This is an optimization exercise on Yosys and OpenROAD, whose aim is small area and a short achievable clock period, not a production implementation. Where RTL was checked, it was by simulation tests only, not by an equivalence proof against the original. Power and IR drop assume default switching activity.

// mipsExecUnit
module mipsExecUnit
(
    input  logic        clk,
    input  logic        rstN,
    input  logic        instrValid,
    input  logic [31:0] instrWord,
    input  logic [31:0] rsValue,
    input  logic [31:0] rtValue,
    output logic        resultValid,
    output logic [32:0] execOut
);
clock: 9.0 ns
lec_check: 0
cap_margin: 20
core_margin: 2
core_utilization: 40
setup_slack_margin: 5
slew_margin: 20
run.sh (not shown) runs the stock make flow with config.mk's settings and CLKGATE_MAP_FILE= SYNTH_SCRIPT=/design/flow/synth_recipe.tcl, a recipe that flattens the netlist after the stock synthesis.
The baseline finished with timing, DRC and antenna clean.
Change:
==> flow/flow/run.sh (new file) <==
#!/bin/bash
bash standard.sh SETUP_SLACK_MARGIN=6 finish > standard.log 2>&1
==> flow/standard.sh (new file) <==
#!/bin/bash
# synth_recipe.tcl (not shown) runs the flow's synth.tcl, then flattens the netlist and writes it again
# the make line also repeats each setting of config.mk as NAME=value (left out here)
make -C /OpenROAD-flow-scripts/flow DESIGN_CONFIG=/design/flow/config.mk WORK_HOME=/design/flow/orfs CLKGATE_MAP_FILE= SYNTH_SCRIPT=/design/flow/synth_recipe.tcl "${@:-finish}"
removed: flow/run.sh
Design area goes up by about a fifth.
Hold slack hardly moves.
Die area is unchanged.
Setup slack improves by 0.15 ns.
Via count goes up by a little under a tenth.
Change:
==> flow/run.sh (new file) <==
#!/bin/bash
# synth_recipe.tcl (not shown) runs the flow's synth.tcl, then flattens the netlist and writes it again
# the make line also repeats each setting of config.mk as NAME=value (left out here)
make -C /OpenROAD-flow-scripts/flow DESIGN_CONFIG=/design/flow/config.mk WORK_HOME=/design/flow/orfs CLKGATE_MAP_FILE= SYNTH_SCRIPT=/design/flow/synth_recipe.tcl finish
--- a/flow/config.mk
+++ b/flow/config.mk
@@ -9,4 +9,4 @@
 export CORE_MARGIN = 2
 export CORE_UTILIZATION = 40
-export SETUP_SLACK_MARGIN = 5
+export SETUP_SLACK_MARGIN = 0
 export SLEW_MARGIN = 20
removed: flow/flow/run.sh
removed: flow/standard.sh
Clock skew barely changes.
Setup slack got worse by 1.1 ns.
Synthesized cell count does not change.
Sequential share of layout area came out higher by 3.1 points.
Clock power is about the same.
Non-clock buffer count came out lower by 163.
Wire length came out lower by roughly a tenth.
Area after synthesis stays the same.
Change:
--- a/flow/config.mk
+++ b/flow/config.mk
@@ -9,4 +9,4 @@
 export CORE_MARGIN = 2
 export CORE_UTILIZATION = 40
-export SETUP_SLACK_MARGIN = 0
+export SETUP_SLACK_MARGIN = 4.5
 export SLEW_MARGIN = 20
After rerunning: Clock power barely changes; sequential power stays flat; combinational power barely changes; synthesized cell count does not change; core utilization hardly moves; via count hardly moves.
No run of this note included a check of the RTL's function; only the layout flow was run.

========
Another version of the RTL of mipsExecUnit (not shown whole).
Size in the first run: roughly 2100 cells after synthesis, about 130 I/O pins, roughly 21000 um2 of cells after synthesis.
export LEC_CHECK = 0
export CAP_MARGIN = 20
export CORE_MARGIN = 2
export CORE_UTILIZATION = 60
export PLACE_DENSITY = 0.8
export SETUP_SLACK_MARGIN = 5
export SLEW_MARGIN = 20
create_clock -name core_clock -period 9.0 [get_ports {clk}]
standard.sh (not shown) runs the stock make flow with config.mk's settings and CLKGATE_MAP_FILE= SYNTH_SCRIPT=/design/flow/synth_recipe.tcl, a recipe that flattens the netlist after the stock synthesis.
==> flow/flow/run.sh <==
#!/bin/bash
bash standard.sh SETUP_SLACK_MARGIN=5.3 finish > standard.log 2>&1
The starting point passed the timing, DRC and antenna checks.
Change:
==> flow/flow/run.sh (replaced) <==
#!/bin/bash
bash standard.sh SETUP_SLACK_MARGIN=5.45 finish > standard.log 2>&1
Settings changed: CORE_UTILIZATION 60 to 65, PLACE_DENSITY 0.8 to 0.85.
=> First-iteration DRC count goes up by 60%; final area rose by 1.2%; area after synthesis does not change; hold slack improved by 0.0033 ns; count of clock-buffer cells in the layout drops by 1; total power went down by 0.84%; cell count stays the same; global-route usage rose by 3.8 points; via count climbs by 2.8%; wire length climbs by 6.8%; die area went down by 7.5%.
Change:
==> flow/flow/run.sh (replaced) <==
#!/bin/bash
bash standard.sh SETUP_SLACK_MARGIN=5.6 finish > standard.log 2>&1
Settings changed: CORE_UTILIZATION 65 to 60, PLACE_DENSITY 0.85 to 0.8.
After rerunning:
- The changed run completed with no timing, DRC or antenna violations
- final area came out higher by 3.6%
- die area went up by 8.1%
- clock-buffer cell count went up by 4
- routed wire length increases by 6.9%
- setup slack hardly moves
- total power goes up by 3.4%

========
mipsExecUnit, a different RTL version from the one above (not shown whole).
Size in the first run: roughly 2200 cells after synthesis, roughly 290 flip-flops, roughly 130 I/O pins, roughly 22000 sq um of cells after synthesis.
==> flow/config.mk <==
export PLATFORM = sky130hd
export DESIGN_NAME = mipsExecUnit
export DESIGN_NICKNAME = mipsExecUnit
export VERILOG_FILES = /design/flow/design.v
export SDC_FILE = /design/flow/constraint.sdc
export NUM_CORES = 4
export LEC_CHECK = 0
export CAP_MARGIN = 20
export CORE_MARGIN = 2
export CORE_UTILIZATION = 60
export PLACE_DENSITY = 0.8
export SETUP_SLACK_MARGIN = 5
export SLEW_MARGIN = 20
==> flow/constraint.sdc <==
create_clock -name core_clock -period 9.0 [get_ports {clk}]
set_input_delay 1.8000 -clock core_clock [delete_from_list [all_inputs] [get_ports {clk}]]
set_output_delay 1.8000 -clock core_clock [all_outputs]
set_load 0.01 [all_outputs]
==> flow/flow/run.sh <==
#!/bin/bash
bash standard.sh SETUP_SLACK_MARGIN=5.6 finish > standard.log 2>&1
The first run ran to the end with no violations.
Edit:
Settings changed: CORE_UTILIZATION 60 to 50, PLACE_DENSITY 0.8 to 0.7.
What happened:
- The changed run finished clean
- routed wire length came out higher by 3.0%
- worst setup slack gains 35 ps
- sequential cell count stays the same
- design area came out higher by 2.4%

========
job 8879:
mipsExecUnit, a different RTL version from the one above (not shown whole).
For scale: ~2300 cells after synthesis, roughly 270 flip-flops, ~130 I/O pins.
==> flow/config.mk <==
export PLATFORM = sky130hd
export DESIGN_NAME = mipsExecUnit
export DESIGN_NICKNAME = mipsExecUnit
export VERILOG_FILES = /design/flow/design.v
export SDC_FILE = /design/flow/constraint.sdc
export NUM_CORES = 4
export LEC_CHECK = 0
export CAP_MARGIN = 20
export CORE_MARGIN = 2
export CORE_UTILIZATION = 40
export SETUP_SLACK_MARGIN = 5
export SLEW_MARGIN = 20
==> flow/constraint.sdc <==
create_clock -name core_clock -period 9.0 [get_ports {clk}]
set_input_delay 1.8000 -clock core_clock [delete_from_list [all_inputs] [get_ports {clk}]]
set_output_delay 1.8000 -clock core_clock [all_outputs]
set_load 0.01 [all_outputs]
==> flow/flow/run.sh <==
#!/bin/bash
bash standard.sh SETUP_SLACK_MARGIN=6 finish > standard.log 2>&1
Job 8879: done, clean on timing, DRC and antenna
[inputs] job 4897 vs job 8879
==> flow/run.sh (new file) <==
#!/bin/bash
# synth_recipe.tcl (not shown) runs the flow's synth.tcl, then flattens the netlist and writes it again
# the make line also repeats each setting of config.mk as NAME=value (left out here)
make -C /OpenROAD-flow-scripts/flow DESIGN_CONFIG=/design/flow/config.mk WORK_HOME=/design/flow/orfs CLKGATE_MAP_FILE= SYNTH_SCRIPT=/design/flow/synth_recipe.tcl finish
removed: flow/flow/run.sh
removed: flow/standard.sh
==> comparison <==
- The combinational power in job 4897 sits 20% below the value recorded for job 8879.
- Taking job 8879 as the reference, in job 4897 number of inserted diodes higher, sequential share of layout area climbed 2.8 points, global-route wire length before repair decreased by about 9% relative to the old numbers.
- Routed wire in job 4897 totals less than in job 8879.
- Looking at total via count after detailed routing, job 4897 sits below job 8879.
- Job 8879 → job 4897: fraction of area in non-clock buffers decreased 5.5 points, maximum vdd ir drop higher, global-route usage went down.

========
Another version of the RTL of mipsExecUnit (not shown whole).
Size: roughly 2,200 cells after synthesis, about 290 flip-flops.
// mipsExecUnit
module mipsExecUnit
(
    input  logic        clk,
    input  logic        rstN,
    input  logic        instrValid,
    input  logic [31:0] instrWord,
    input  logic [31:0] rsValue,
    input  logic [31:0] rtValue,
    output logic        resultValid,
    output logic [32:0] execOut
);
    logic [5:0] op, fn;
    logic [4:0] rtSel, sh;
    logic [15:0] imm;
    assign op    = instrWord[31:26];
    assign fn    = instrWord[5:0];
    assign rtSel = instrWord[20:16];
    assign sh    = instrWord[10:6];
    assign imm   = instrWord[15:0];
    logic rtype, fAdd, fSub, fAnd, fOr, fNor, fXor, fSlt, fSll, fSrl, fJr;
    logic oAddi, oSlti, oAndi, oOri, oXori, oMul, oMem;
    logic oBeq, oBne, oBlez, oBgtz, oBltz, oBgez;
    assign rtype = (op == 6'b000000);
    assign fAdd  = rtype & (fn == 6'b100000);
    assign fSub  = rtype & (fn == 6'b100010);
    assign fAnd  = rtype & (fn == 6'b100100);
    assign fOr   = rtype & (fn == 6'b100101);
    assign fNor  = rtype & (fn == 6'b100111);
    assign fXor  = rtype & (fn == 6'b100110);
    assign fSlt  = rtype & (fn == 6'b101010);
    assign fSll  = rtype & (fn == 6'b000000);
    assign fSrl  = rtype & (fn == 6'b000010);
    assign fJr   = rtype & (fn == 6'b001000);
    assign oAddi = (op == 6'b001000);
    assign oSlti = (op == 6'b001010);
    assign oAndi = (op == 6'b001100);
    assign oOri  = (op == 6'b001101);
  ...
clock: 9.0 ns
lec_check: 0
cap_margin: 20
core_margin: 2
core_utilization: 60
place_density: 0.8
setup_slack_margin: 5
slew_margin: 20
==> flow/flow/run.sh <==
#!/bin/bash
bash standard.sh SETUP_SLACK_MARGIN=5.9 finish > standard.log 2>&1
The first run passed the timing, DRC and antenna checks.
Then changed:
==> flow/run.sh (new file) <==
#!/bin/bash
# synth_recipe.tcl (not shown) runs the flow's synth.tcl, then flattens the netlist and writes it again
# the make line also repeats each setting of config.mk as NAME=value (left out here)
make -C /OpenROAD-flow-scripts/flow DESIGN_CONFIG=/design/flow/config.mk WORK_HOME=/design/flow/orfs CLKGATE_MAP_FILE= SYNTH_SCRIPT=/design/flow/synth_recipe.tcl finish
removed: flow/flow/run.sh
removed: flow/standard.sh
After rerunning:
- global-route usage came out lower by 6.8 points
- total power went down by 9.0%
- wire length fell by 20%
- count of clock-buffer cells in the layout goes down by 6
- worst setup slack is worse by 260 ps
Then changed:
--- a/flow/config.mk
+++ b/flow/config.mk
@@ -9,4 +9,4 @@
 export CORE_MARGIN = 2
-export CORE_UTILIZATION = 60
-export PLACE_DENSITY = 0.8
+export CORE_UTILIZATION = 70
+export PLACE_DENSITY = 0.88
 export SETUP_SLACK_MARGIN = 5
Effect: Clock-buffer cell count is higher by 4; design area came out lower slightly; worst setup slack is worse by 180 ps; fmax decreases by a few percent; utilization rose by 12 points; synthesized cell count does not change; clock skew rose by 6.8 ps; critical path depth rose by 8; power increases by a few percent.
Then changed:
==> flow/flow/run.sh (new file) <==
#!/bin/bash
bash standard.sh SETUP_SLACK_MARGIN=5.6 finish > standard.log 2>&1
==> flow/standard.sh (new file) <==
#!/bin/bash
# synth_recipe.tcl (not shown) runs the flow's synth.tcl, then flattens the netlist and writes it again
# the make line also repeats each setting of config.mk as NAME=value (left out here)
make -C /OpenROAD-flow-scripts/flow DESIGN_CONFIG=/design/flow/config.mk WORK_HOME=/design/flow/orfs CLKGATE_MAP_FILE= SYNTH_SCRIPT=/design/flow/synth_recipe.tcl "${@:-finish}"
--- a/flow/config.mk
+++ b/flow/config.mk
@@ -9,4 +9,4 @@
 export CORE_MARGIN = 2
-export CORE_UTILIZATION = 70
-export PLACE_DENSITY = 0.88
+export CORE_UTILIZATION = 60
+export PLACE_DENSITY = 0.8
 export SETUP_SLACK_MARGIN = 5
removed: flow/run.sh
Effect: The changed run finished with timing, DRC and antenna clean; total power goes up by 1.2%; die area is higher by 16%; final cell count rises by 5.6%; synthesized cell count is unchanged; routed wire length went up by 9.6%; worst setup slack gets better by 500 ps; via count rises by 2.6%; worst hold slack gets better by 5.4 ps; clock-buffer cell count falls by 4; global-route usage is lower by 3.7 points; utilization went down by 6.9 points.

==> separate check: timing with driven ports <==
In the flow no input, the clock included, has a driving cell. The finished layouts below were timed again as built, in two steps.
Step 1, drivers: a clkbuf_16 drives clk and a buf_2 each remaining input, both assumed.
Step 2 also shifts input and output timing later by t, the mid clock arrival at the registers, as if the neighbouring blocks saw the same clock.
Three values: no drivers, after step 1, after step 2; two values: the first two.
run	t, ns	slack for setup (ns)	worst data-port slew with drivers (ns)
the first run of note 1	0.629	4.993 / 4.993 / 4.512	0.05
the second run of note 1	0.645	5.141 / 5.141 / 5.004	0.06
the third run of note 1	0.629	4.017 / 4.043 / 3.414	0.05
the fourth run of note 1	0.625	4.641 / 4.641 / 4.093	0.05
the first run of note 2	0.625	5.277 / 5.308 / 4.686	0.04
the second run of note 2	0.629	5.437 / 5.379 / 4.889	0.05
the third run of note 2	0.639	5.438 / 5.382 / 4.995	0.04
the first run of note 3	0.649	5.340 / 5.340 / 4.981	0.06
the second run of note 3	0.653	5.375 / 5.322 / 4.991	0.06
job 8879	0.625	5.084 / 5.101 / 4.475	0.07
job 4897	0.645	5.051 / 5.071 / 4.439	0.04
the first run of note 5	0.666	5.353 / 5.304 / 5.025	0.07
the second run of note 5	0.635	5.093 / 5.040 / 4.510	0.04
the third run of note 5	0.573	4.913 / 4.913 / 4.481	0.04
the fourth run of note 5	0.643	5.411 / 5.355 / 4.926	0.06
After both steps setup and hold are still met in every run listed. The setup slack of job 4897, which loses most, moves by +0.020 ns with the drivers and by -0.612 ns with both steps.
